Source: an optimization exercise on an open RTL-to-GDS flow (aim: small area). Production flows keep margins and buffers that such runs may drop. For this run, only the layout was checked, not whether the RTL still works. No activity file was given, so power comes from the tool's default toggle rates.

**flow/run.sh**
```bash
#!/bin/bash
# synth_recipe.tcl (not shown) runs the flow's synth.tcl, then flattens the netlist and writes it again
# the make line also repeats each setting of config.mk as NAME=value (left out here)
make -C /OpenROAD-flow-scripts/flow DESIGN_CONFIG=/design/flow/config.mk WORK_HOME=/design/flow/orfs CLKGATE_MAP_FILE= SYNTH_SCRIPT=/design/flow/synth_recipe.tcl finish
```
**flow/config.mk**
```make
export PLATFORM = sky130hd
export DESIGN_NAME = motionIoTop
export DESIGN_NICKNAME = motionIoTop
export VERILOG_FILES = /design/flow/design.v
export SDC_FILE = /design/flow/constraint.sdc
export NUM_CORES = 4
export LEC_CHECK = 0
export CAP_MARGIN = 20
export CORE_MARGIN = 2
export CORE_UTILIZATION = 40
export SLEW_MARGIN = 20
```
**flow/constraint.sdc**
```tcl
create_clock -name core_clock -period 10.0 [get_ports {OSC_FPGA}]
set_input_delay 2.0000 -clock core_clock [delete_from_list [all_inputs] [get_ports {OSC_FPGA}]]
set_output_delay 2.0000 -clock core_clock [all_outputs]
set_load 0.01 [all_outputs]
```
**flow/design.v**
```verilog
package robotCfgPkg;
	typedef logic [7:0] percent_t;
	typedef logic [31:0] pulseWidth_t;
	typedef logic [31:0] encCount_t;
	localparam logic [31:0] framePeriodCycles = 32'd1100000;
	localparam logic [31:0] pulseLowLimit = 32'd50000;
	localparam logic [31:0] pulseRangeStep = 32'd250;
	localparam logic [31:0] centerPercent = 32'd100;
	localparam pulseWidth_t pulseRestWidth = pulseLowLimit + centerPercent * pulseRangeStep;
	localparam encCount_t encResetCount = 32'h80000000;
endpackage
package robotRegPkg;
	typedef logic [31:0] regWord_t;
	typedef logic [7:0] apbAddr_t;
	typedef enum logic [7:0] {
		CTRL        = 8'h00,
		LEFT_SPEED  = 8'h04,
		RIGHT_SPEED = 8'h08,
		PAN_POS     = 8'h0C,
		TILT_POS    = 8'h10,
		ENC_LEFT    = 8'h14,
		ENC_RIGHT   = 8'h18,
		BOARD_ID    = 8'h1C
	} regAddr_e;
	localparam int ctrlBits = 3;
	localparam logic [31:0] ctrlMotorSelBit = 32'd0;
	localparam logic [31:0] ctrlCamSelBit = 32'd1;
	localparam logic [31:0] ctrlAlarmBit = 32'd2;
	localparam logic [ctrlBits-1:0] ctrlResetValue = '0;
	localparam regWord_t boardIdWord = 32'hDEADBEEF;
endpackage
`timescale 1ns/1ps
module hostRegs (
	input  logic                   OSC_FPGA,
	input  logic                   arstN_i,
	input  logic                   psel_i,
	input  logic                   penable_i,
	input  logic                   pwrite_i,
	input  robotRegPkg::apbAddr_t  paddr_i,
	input  robotRegPkg::regWord_t  pwdata_i,
	output robotRegPkg::regWord_t  prdata_o,
	output logic                   pready_o,
	output logic                   pslverr_o,
	input  robotCfgPkg::encCount_t encLeft_i,
	input  robotCfgPkg::encCount_t encRight_i,
	output robotCfgPkg::percent_t  leftSpeed_o,
	output robotCfgPkg::percent_t  rightSpeed_o,
	output robotCfgPkg::percent_t  panPos_o,
	output robotCfgPkg::percent_t  tiltPos_o,
	output logic                   motorSel_o,
	output logic                   camSel_o,
	output logic                   alarm_o
);
	logic [robotRegPkg::ctrlBits-1:0] ctrlReg;
	robotCfgPkg::percent_t leftSpeedReg;
	robotCfgPkg::percent_t rightSpeedReg;
	robotCfgPkg::percent_t panPosReg;
	robotCfgPkg::percent_t tiltPosReg;
	robotRegPkg::regAddr_e addrSel;
	robotRegPkg::regWord_t readData;
	logic accessPhase;
	logic addrKnown;
	logic addrReadOnly;
	logic writeEn;
	assign addrSel = robotRegPkg::regAddr_e'(paddr_i);
	always_comb
	begin
		addrKnown = 1'b1;
		addrReadOnly = 1'b0;
		readData = '0;
		case (addrSel)
			robotRegPkg::CTRL:
				readData = robotRegPkg::regWord_t'(ctrlReg);
			robotRegPkg::LEFT_SPEED:
				readData = robotRegPkg::regWord_t'(leftSpeedReg);
			robotRegPkg::RIGHT_SPEED:
				readData = robotRegPkg::regWord_t'(rightSpeedReg);
			robotRegPkg::PAN_POS:
				readData = robotRegPkg::regWord_t'(panPosReg);
			robotRegPkg::TILT_POS:
				readData = robotRegPkg::regWord_t'(tiltPosReg);
			robotRegPkg::ENC_LEFT:
			begin
				readData = encLeft_i;
				addrReadOnly = 1'b1;
			end
			robotRegPkg::ENC_RIGHT:
			begin
				readData = encRight_i;
				addrReadOnly = 1'b1;
			end
			robotRegPkg::BOARD_ID:
			begin
				readData = robotRegPkg::boardIdWord;
				addrReadOnly = 1'b1;
			end
			default:
				addrKnown = 1'b0;
		endcase
	end
	assign accessPhase = psel_i & penable_i;
	assign pready_o = accessPhase;
	assign prdata_o = readData;
	assign pslverr_o = accessPhase & (~addrKnown | (pwrite_i & addrReadOnly));
	assign writeEn = accessPhase & pwrite_i & addrKnown & ~addrReadOnly;
	always_ff @(posedge OSC_FPGA or negedge arstN_i)
	begin
		if (!arstN_i)
		begin
			ctrlReg <= robotRegPkg::ctrlResetValue;
			leftSpeedReg <= robotCfgPkg::percent_t'(robotCfgPkg::centerPercent);
			rightSpeedReg <= robotCfgPkg::percent_t'(robotCfgPkg::centerPercent);
			panPosReg <= robotCfgPkg::percent_t'(robotCfgPkg::centerPercent);
			tiltPosReg <= robotCfgPkg::percent_t'(robotCfgPkg::centerPercent);
		end
		else if (writeEn)
		begin
			case (addrSel)
				robotRegPkg::CTRL:
					ctrlReg <= pwdata_i[robotRegPkg::ctrlBits-1:0];
				robotRegPkg::LEFT_SPEED:
					leftSpeedReg <= robotCfgPkg::percent_t'(pwdata_i);
				robotRegPkg::RIGHT_SPEED:
					rightSpeedReg <= robotCfgPkg::percent_t'(pwdata_i);
				robotRegPkg::PAN_POS:
					panPosReg <= robotCfgPkg::percent_t'(pwdata_i);
				robotRegPkg::TILT_POS:
					tiltPosReg <= robotCfgPkg::percent_t'(pwdata_i);
				default:
					ctrlReg <= ctrlReg;
			endcase
		end
	end
	assign leftSpeed_o = leftSpeedReg;
	assign rightSpeed_o = rightSpeedReg;
	assign panPos_o = panPosReg;
	assign tiltPos_o = tiltPosReg;
	assign motorSel_o = ctrlReg[robotRegPkg::ctrlMotorSelBit];
	assign camSel_o = ctrlReg[robotRegPkg::ctrlCamSelBit];
	assign alarm_o = ctrlReg[robotRegPkg::ctrlAlarmBit];
endmodule
`timescale 1ns/1ps
module servoChannel (
	input  logic                  OSC_FPGA,
	input  logic                  arstN_i,
	input  robotCfgPkg::percent_t setpoint_i,
	input  logic                  genSel_i,
	input  logic                  rcIn_i,
	output logic                  pulse_o
);
	robotCfgPkg::pulseWidth_t convWidth;
	robotCfgPkg::pulseWidth_t activeWidth;
	robotCfgPkg::pulseWidth_t frameCount;
	logic frameEnd;
	logic genPulse;
	always_ff @(posedge OSC_FPGA or negedge arstN_i)
	begin
		if (!arstN_i)
		begin
			convWidth <= robotCfgPkg::pulseRestWidth;
		end
		else
		begin
			convWidth <= robotCfgPkg::pulseLowLimit
				+ robotCfgPkg::pulseWidth_t'(setpoint_i) * robotCfgPkg::pulseRangeStep;
		end
	end
	assign frameEnd = (frameCount == robotCfgPkg::framePeriodCycles - 1);
	always_ff @(posedge OSC_FPGA or negedge arstN_i)
	begin
		if (!arstN_i)
		begin
			frameCount <= '0;
			activeWidth <= robotCfgPkg::pulseRestWidth;
		end
		else if (frameEnd)
		begin
			frameCount <= '0;
			activeWidth <= convWidth;
		end
		else
		begin
			frameCount <= frameCount + 1;
		end
	end
	assign genPulse = (frameCount < activeWidth);
	assign pulse_o = genSel_i ? genPulse : rcIn_i;
endmodule
`timescale 1ns/1ps
module quadDecoder (
	input  logic                   OSC_FPGA,
	input  logic                   arstN_i,
	input  logic                   encA_i,
	input  logic                   encB_i,
	output robotCfgPkg::encCount_t count_o
);
	typedef enum logic [1:0] {
		STEP_NONE,
		STEP_UP,
		STEP_DOWN
	} step_e;
	logic [1:0] syncA;
	logic [1:0] syncB;
	logic [1:0] currPair;
	logic [1:0] prevPair;
	step_e step;
	robotCfgPkg::encCount_t countReg;
	always_ff @(posedge OSC_FPGA or negedge arstN_i)
	begin
		if (!arstN_i)
		begin
			syncA <= '0;
			syncB <= '0;
			prevPair <= '0;
		end
		else
		begin
			syncA <= {syncA[0], encA_i};
			syncB <= {syncB[0], encB_i};
			prevPair <= currPair;
		end
	end
	assign currPair = {syncA[1], syncB[1]};
	always_comb
	begin
		case ({prevPair, currPair})
			4'b00_10, 4'b10_11, 4'b11_01, 4'b01_00:
				step = STEP_UP;
			4'b10_00, 4'b11_10, 4'b01_11, 4'b00_01:
				step = STEP_DOWN;
			default:
				step = STEP_NONE;
		endcase
	end
	always_ff @(posedge OSC_FPGA or negedge arstN_i)
	begin
		if (!arstN_i)
			countReg <= robotCfgPkg::encResetCount;
		else if (step == STEP_UP)
			countReg <= countReg + 1;
		else if (step == STEP_DOWN)
			countReg <= countReg - 1;
	end
	assign count_o = countReg;
endmodule
`timescale 1ns/1ps
module motionIoTop (
	input  logic                  OSC_FPGA,
	input  logic                  arstN_i,
	input  logic                  psel_i,
	input  logic                  penable_i,
	input  logic                  pwrite_i,
	input  robotRegPkg::apbAddr_t paddr_i,
	input  robotRegPkg::regWord_t pwdata_i,
	output robotRegPkg::regWord_t prdata_o,
	output logic                  pready_o,
	output logic                  pslverr_o,
	input  logic                  rcLeftElev_i,
	input  logic                  rcRightAile_i,
	input  logic                  rcPanRudd_i,
	input  logic                  rcTiltThro_i,
	input  logic                  encLeftA_i,
	input  logic                  encLeftB_i,
	input  logic                  encRightA_i,
	input  logic                  encRightB_i,
	output logic                  motorLeft_o,
	output logic                  motorRight_o,
	output logic                  camPan_o,
	output logic                  camTilt_o,
	output logic                  alarm_o
);
	robotCfgPkg::percent_t leftSpeed;
	robotCfgPkg::percent_t rightSpeed;
	robotCfgPkg::percent_t panPos;
	robotCfgPkg::percent_t tiltPos;
	robotCfgPkg::encCount_t encLeftCount;
	robotCfgPkg::encCount_t encRightCount;
	logic motorSel;
	logic camSel;
	hostRegs regs (
		.OSC_FPGA     (OSC_FPGA),
		.arstN_i      (arstN_i),
		.psel_i       (psel_i),
		.penable_i    (penable_i),
		.pwrite_i     (pwrite_i),
		.paddr_i      (paddr_i),
		.pwdata_i     (pwdata_i),
		.prdata_o     (prdata_o),
		.pready_o     (pready_o),
		.pslverr_o    (pslverr_o),
		.encLeft_i    (encLeftCount),
		.encRight_i   (encRightCount),
		.leftSpeed_o  (leftSpeed),
		.rightSpeed_o (rightSpeed),
		.panPos_o     (panPos),
		.tiltPos_o    (tiltPos),
		.motorSel_o   (motorSel),
		.camSel_o     (camSel),
		.alarm_o      (alarm_o)
	);
	servoChannel servoLeft (
		.OSC_FPGA   (OSC_FPGA),
		.arstN_i    (arstN_i),
		.setpoint_i (leftSpeed),
		.genSel_i   (motorSel),
		.rcIn_i     (rcLeftElev_i),
		.pulse_o    (motorLeft_o)
	);
	servoChannel servoRight (
		.OSC_FPGA   (OSC_FPGA),
		.arstN_i    (arstN_i),
		.setpoint_i (rightSpeed),
		.genSel_i   (motorSel),
		.rcIn_i     (rcRightAile_i),
		.pulse_o    (motorRight_o)
	);
	servoChannel servoPan (
		.OSC_FPGA   (OSC_FPGA),
		.arstN_i    (arstN_i),
		.setpoint_i (panPos),
		.genSel_i   (camSel),
		.rcIn_i     (rcPanRudd_i),
		.pulse_o    (camPan_o)
	);
	servoChannel servoTilt (
		.OSC_FPGA   (OSC_FPGA),
		.arstN_i    (arstN_i),
		.setpoint_i (tiltPos),
		.genSel_i   (camSel),
		.rcIn_i     (rcTiltThro_i),
		.pulse_o    (camTilt_o)
	);
	quadDecoder decLeft (
		.OSC_FPGA (OSC_FPGA),
		.arstN_i  (arstN_i),
		.encA_i   (encLeftA_i),
		.encB_i   (encLeftB_i),
		.count_o  (encLeftCount)
	);
	quadDecoder decRight (
		.OSC_FPGA (OSC_FPGA),
		.arstN_i  (arstN_i),
		.encA_i   (encRightA_i),
		.encB_i   (encRightB_i),
		.count_o  (encRightCount)
	);
endmodule
```
==> run summary <==
## registers in the layout (all words and copies together), names as in the netlist, 3 cells and up
signal	flops
decLeft.countReg	32
decRight.countReg	32
regs.ctrlReg	3
regs.leftSpeedReg	8
regs.panPosReg	8
regs.rightSpeedReg	8
regs.tiltPosReg	8
servoLeft.activeWidth	16
servoLeft.convWidth	16
servoLeft.frameCount	32
servoPan.activeWidth	16
servoPan.convWidth	16
servoPan.frameCount	32
servoRight.activeWidth	16
servoRight.convWidth	16
servoRight.frameCount	32
servoTilt.activeWidth	16
servoTilt.convWidth	16
servoTilt.frameCount	32
## cells in the final DEF (no fill, tap or decap), drive strengths merged, types with 22 or more instances in the layout
cell           netlist  layout
clkbuf              67      62
a31oi               23      23
dfrtp              289     289
o21ai              191     191
nand4               45      45
ha                 285     285
inv                247     249
xnor2              166     166
and3                24      24
dfstp               78      78
nor2b               34      34
clkdlybuf4s50        0      66
nand2              273     273
nor2               124     124
nor3                30      30
a21o                66      66
a21oi              111     111
mux2                25      25
fa                  86      86
o21a                22      22
xor2                95      95
nand3               71      71
## power by group through the flow
stage / Clock [W] / Combinational, W / Sequential [W]
floorplan: 0 / 0.00142 / 0.00176
global placement: 0 / 0.00173 / 0.00186
detailed placement: 0 / 0.00177 / 0.00186
CTS: 0.00172 / 0.00179 / 0.00183
global route: 0.00177 / 0.00203 / 0.00184
finish: 0.00166 / 0.00180 / 0.00183
## critical path: stages
cell,delay (ps)
clkdlybuf4s50_1,400
nor3_1,600
and2_1,280
and4b_2,680
a22o_1,260
a221oi_1,60
nand3_1,270
clkdlybuf4s50_1,600
## routing by layer
metal / share of wire / wire length [um] / global-route usage / up-vias
met5: 0.0015 / 80 / 0 / -
li1: - / - / - / 9018
met2: 0.46 / 25300 / 0.288 / 306
met4: 0.029 / 1570 / 0.0561 / 12
met1: 0.45 / 24900 / 0.229 / 8883
met3: 0.054 / 2950 / 0.0403 / 101
## logic make-up after synthesis
| logic type | Yosys count |
|---|---|
| adder cells (fa/ha/maj) | 371 |
| AND/OR/NAND/NOR | 707 |
| flip-flops | 367 |
| XOR/XNOR | 261 |
| buffers and inverters | 314 |
| AO/OA/AOI/OAI | 530 |
| multiplexers | 31 |
## worst max-delay path by stage
| stage | startpoint | end | slack [ps] | cells past startpoint |
|---|---|---|---|---|
| after global routing | paddr_i[5] | prdata_o[1] | 2710 | 8 |
| after floorplan | paddr_i[5] | prdata_o[3] | 4400 | 8 |
| after detailed placement | paddr_i[5] | prdata_o[2] | 2600 | 8 |
| after global placement | paddr_i[5] | prdata_o[0] | 2650 | 8 |
| final | paddr_i[5] | prdata_o[2] | 2830 | 8 |
| after CTS | paddr_i[5] | prdata_o[2] | 2580 | 8 |
## cell type report
| class | instances | area (um2) | area share |
|---|---|---|---|
| antenna | 2 | 5.00 | 0.000177 |
| clock buffer | 62 | 1270 | 0.0449 |
| clock inverter | 20 | 241 | 0.00853 |
| inverter | 247 | 927 | 0.0327 |
| multi-input combinational | 1900 | 14700 | 0.520 |
| sequential | 367 | 9280 | 0.328 |
| tap | 837 | 1050 | 0.0370 |
| timing repair buffer | 83 | 812 | 0.0287 |
## stage by stage
stage	util	hold slack [ps]	instance area, um2	power, W
floorplan	-	331	25200	0.00318
finish	0.457	346	28300	0.00528
global route	0.457	352	28300	0.00564
detailed placement	0.433	335	26800	0.00363
global placement	0.432	335	26800	0.00359
CTS	0.457	346	28300	0.00534
==> run summary <==
run status timing/DRC/antenna clean; setup_tns 0 ps; maximum clock rate 139 MHz; pin count of the biggest net entering global routing 151; grt ovf 0; r2r endpoint servoRight.convWidth[11]$_DFF_PN0_; layout cells sized above 1 0.0810; Worst Path Required 8000 ps; IO Pins 92; Netlist Area Pre-Place 25200 um2; Post-synth EDFFs 0; Layout area overhead 12.5%; crit path time final 7170 ps; GRT Total Usage 0.175; ys flop type dfrtp_1; Simple-Gate Fraction of Synth Area 0.135; Clock Power Share 0.314; H-tree levels 2; largest family of logic cells by synthesized area adder cells; post-synthesis xor/xnor area fraction 0.0909; part of the power in combinational logic 0.340; critical path type input port to output pin; Clock Path Buffers 3; crit path DAT 5170 ps; clk latency of the worst-skew pair 570 ps; PostCTS Resize Cnt 0; chip height 255 um; Routed wire per std cell 15.6 um; initial antenna violation count 10; Psw 0.00185 W; TritonRoute pass-1 iters 6; Starting Density 0.406; r2r setup slk 4960 ps; DIE WIDTH 255 um; Cells after DPL 3434; Setup Viol. Count Final 0; min-delay worst type flop to flop; total core area 61900 um2; Die Footprint 64900 um2; PwrDens 187 nW/um2; Setup WS pre-CTS 2600 ps; clock sinks 367; antenna-violating nets left 0; clock buffer count from CTS 44; Synth top cells by count 289 x dfrtp_1, 285 x ha_1, 273 x nand2_1; Final Non-Filler Cells 3518; wire length of the first global-routing pass 92900 um; leakage power 12.8 nW; Startpoint Class input port; compound-cell area share of the yosys netlist 0.135; post-synth cell types 70; post-CTS setup buffers 0; worst hold start decRight.syncB[0]$_DFF_PN0_; DR vias 18.3k; Flop pwr share 0.346; RR Startpoint regs.rightSpeedReg[2]$_DFFE_PN1P_; Sw Ratio 0.350; critical path peak fanout 32; final worst slack 2830 ps; internal power 0.00343 W; max_slew headroom 0.349; Reg2Reg Depth 16; Layout Nets 3067; Synth Area in Adders 0.210; max-slew violation count 0; unrepaired setup endpoints after global routing false; maximum VDD drop 0.195 mV; Initial DRC Count 991; # fillers 5922; via-per-instance ratio 5.21; Synth async-reset ratio 1.00; Final period util 0.717; Syn Nets 3005; Setup crit end kind output pin; WHS Endpoint decRight.syncB[1]$_DFF_PN0_; Synth Register Bits 367; CTS tree yes; Area contributors post-synth dfrtp_1 29%, ha_1 14%, dfstp_2 8.1%; Least-Margin Pin Slew 972 ps; hold-fix buffers at CTS 0; Row Count 91; CTS clk-pin slew, worst paths 50 ps; Remaining DRCs 0; final WL 54800 um; CTS root buf clkbuf_16; Final GP Congestion 0.896; PortBufs 67; mux cell area share after synthesis 0.0136; vias in the first global route 18.6k; Final Hold Vio Count 0; MaxCap Viol Count 0; Yosys top cell by area dfrtp_1; warnings from Yosys 3; Worst Hold Depth 0; post-synthesis instance total 2581; clk_skew 13.6 ps; most common cell in the netlist dfrtp_1; Synth top area share 0.287; sequential fraction of the synthesis area 0.369; Mapped Avg Cell Area 9.75 um2; DP HPWL 41100 um

[re-timing with driven ports]
The flow's constraints put no driver on any port. The routed layout listed below was extracted and timed again, unchanged, in two steps. Step 1 sets driving cells, clkbuf_16 on the clock port and buf_2 on the other inputs (assumed; they add their load-dependent delay and slew). Step 2, shift: input delay + t, output delay - t, t = (earliest + latest rising clock arrival at the registers) / 2. This alone moves slack from input paths to output paths. Three values: ideal, step 1, step 2; two values: the first two.
t, ns: 0.627
setup WS [ns]: 2.828 / 2.805 / 2.805
slew at the worst register clock pin (ns): 0.06 / 0.06
cell pins on the clock port's net: 1
After both steps this run still meets setup and hold. For this run, drivers alone change the setup slack by -0.023 ns; drivers and shift together by -0.023 ns.
